Context: an optimization exercise on an open-source flow, tuned for small area. The choices shown serve that exercise and are no tape-out recipe. Only simulation tests tie the RTL to the original design; equivalence was not proved. No activity file was given, so power comes from the tool's default toggle rates. No driver is modelled on the clock port, so clocking that relies on it looks cheaper here than on a real chip.

== lane 1 ==
Design matmul_sequencer, start of the top module:
module matmul_sequencer (
  input  logic       clk,
  input  logic       rst,
  input  logic       rx_valid,
  input  logic [7:0] rx_data,
  output logic [7:0] tx_data,
  output logic       tx_valid,
  input  logic       tx_ready,
  output logic       busy,
  output logic       done,
  output logic       err
);
export LEC_CHECK = 0
export CAP_MARGIN = 20
export CORE_MARGIN = 2
export CORE_UTILIZATION = 60
export CTS_BUF_LIST = sky130_fd_sc_hd__clkbuf_16
export CTS_CLUSTER_DIAMETER = 55
export CTS_CLUSTER_SIZE = 34
export GPL_ROUTABILITY_DRIVEN = 0
export GPL_TIMING_DRIVEN = 0
export PLACE_DENSITY = 0.8
export SLEW_MARGIN = 20
create_clock -name core_clock -period 11.0 [get_ports {clk}]
standard.sh (not shown) runs the stock make flow with config.mk's settings and CLKGATE_MAP_FILE= SYNTH_SCRIPT=/design/flow/synth_recipe.tcl, a recipe that flattens the netlist after the stock synthesis.
==> flow/flow/run.sh <==
#!/bin/bash
# The standard layout (standard.sh) with three changes:
#  - synthesis maps with an area-oriented ABC script (flow/synth_abc.tcl);
#  - the port buffers use the smallest buffer cell, sky130_fd_sc_hd__buf_1;
#  - clock tree synthesis adds no dummy loads to balance its leaf nets.
set -euo pipefail
cd "$(dirname "$0")/.."
W=$PWD
export CUSTOM_ABC_SCRIPT=$W/flow/abc_area.script
export FLOW_SYNTH_TCL=$W/synth_recipe.tcl
export BUFFER_PORTS_ARGS="-buffer_cell sky130_fd_sc_hd__buf_1"
export CTS_ARGS="-sink_clustering_enable -repair_clock_nets -sink_clustering_size 34 -sink_clustering_max_diameter 70 -buf_list sky130_fd_sc_hd__clkbuf_16 -dont_use_dummy_load"
sed "s#SYNTH_SCRIPT=[^ ]*#SYNTH_SCRIPT=$W/flow/synth_abc.tcl#" standard.sh > standard_abc.sh
bash standard_abc.sh finish > standard_finish.log 2>&1
==> flow/flow/abc_area.script <==
&get -n
&st
&syn2
&dch -f
&nf -a -R 1000
&st
&synch2
&dch -f
&nf -a -R 1000
&st
&syn2
&dch -f
&nf -a -R 1000
&st
&synch2
&dch -f
&nf -a -R 1000
&st
&dch -f
&nf -a -R 1000
&st
&dch -f
&nf -a -R 1000
&put
topo
stime -c
==> flow/flow/synth_abc.tcl <==
# The standard synthesis (synth_recipe.tcl) unchanged, except that ABC's
# technology mapping runs the area-oriented script flow/abc_area.script
# instead of ORFS's speed script. ABC maps only combinational logic, so the
# registers are the same as the standard synthesis's.
proc abc {args} {
  set i [lsearch -exact $args -script]
  if { $i >= 0 } { lset args [expr {$i + 1}] $::env(CUSTOM_ABC_SCRIPT) }
  yosys abc {*}$args
}
source $::env(FLOW_SYNTH_TCL)
## Diff of input files: lane 2 against lane 1
- clearing GPL_TIMING_DRIVEN, which used to be 0
- clearing GPL_ROUTABILITY_DRIVEN, which used to be 0
==> flow/flow/run.sh <==
#!/bin/bash
# The standard layout with two changes: the port buffers use the smallest
# buffer cell (sky130_fd_sc_hd__buf_1), and clock tree synthesis adds no
# dummy loads to balance its leaf nets.
set -euo pipefail
cd "$(dirname "$0")/.."
export BUFFER_PORTS_ARGS="-buffer_cell sky130_fd_sc_hd__buf_1"
export CTS_ARGS="-sink_clustering_enable -repair_clock_nets -sink_clustering_size 36 -sink_clustering_max_diameter 60 -buf_list sky130_fd_sc_hd__clkbuf_16 -dont_use_dummy_load"
bash standard.sh finish > standard_finish.log 2>&1
removed: flow/flow/abc_area.script
removed: flow/flow/synth_abc.tcl
Findings:
For the arrival time at the worst endpoint, lane 2 came in 260 ps lower than lane 1 did.
Via count: lane 2 and lane 1 compared, higher one is lane 2
Per the final summary, lane 2 finished and its layout is clean on timing, DRC and antenna.
[compare] base=lane 1 new=lane 2: final non-filler cell total increased by about 3% relative to the old numbers, sequential share of layout area up 0.21 points, number of ordinary inverters in the final layout moved up, setup slack of the most critical reg-to-reg path moved up.
Lane 2 reports a higher clock share of power than lane 1 does.
#### Input delta (lane 3 over lane 2)
==> flow/flow/run.sh <==
#!/bin/bash
# The standard layout with two changes: the port buffers use the smallest
# buffer cell (sky130_fd_sc_hd__buf_1), and clock tree synthesis adds no
# dummy loads to balance its leaf nets.
set -euo pipefail
cd "$(dirname "$0")/.."
export BUFFER_PORTS_ARGS="-buffer_cell sky130_fd_sc_hd__buf_1"
export CTS_ARGS="-sink_clustering_enable -repair_clock_nets -sink_clustering_size 34 -sink_clustering_max_diameter 55 -buf_list sky130_fd_sc_hd__clkbuf_16 -dont_use_dummy_load"
bash standard.sh finish > standard_finish.log 2>&1
--- outcome ---
- Lane 3: PASS, flow complete, no timing, DRC or antenna violations
- In the reports for lane 2 and lane 3, the larger total routing usage reported by global routing belongs to lane 3.
- Looking at number of inserted diodes, lane 3 sits 1 higher than lane 2 does.
- Worst slew margin relative to its limit, lane 2 and lane 3, higher one = lane 3.
- Of lane 2 and lane 3, the run reporting the higher clock buffer count in the final layout was lane 3.
- Diff lane 3..lane 2 | summed negative setup slack over all endpoints | unchanged
- Reported for lane 2 and lane 3, tap cell count turned out identical to the last digit.
- Against lane 2, power dissipated in the clock network in lane 3 came out worse.

## afterwards: timing with drivers on the ports
How much do the figures lean on ideal ports? The routed layouts below were timed once more, with nothing changed but the port constraints. Step 1: set_driving_cell puts a clkbuf_16 on clk and a buf_2 on each other input, an assumption about the parent block. Step 2, shift: input delay + t, output delay - t, t = (earliest + latest rising clock arrival at the registers) / 2. This alone moves slack from input paths to output paths. Three values: no drivers, after step 1, after step 2; two values: the first two.
| run | t (ns) | setup WS [ns] | slew at the worst register clock pin (ns) |
|---|---|---|---|
| lane 1 | 0.639 | 0.381 / 0.381 / 0.381 | 0.13 / 0.13 |
| lane 2 | 0.650 | 0.641 / 0.641 / 0.641 | 0.12 / 0.12 |
| lane 3 | 0.662 | 0.547 / 0.547 / 0.547 | 0.12 / 0.12 |
After both steps setup and hold are still met in every run listed.
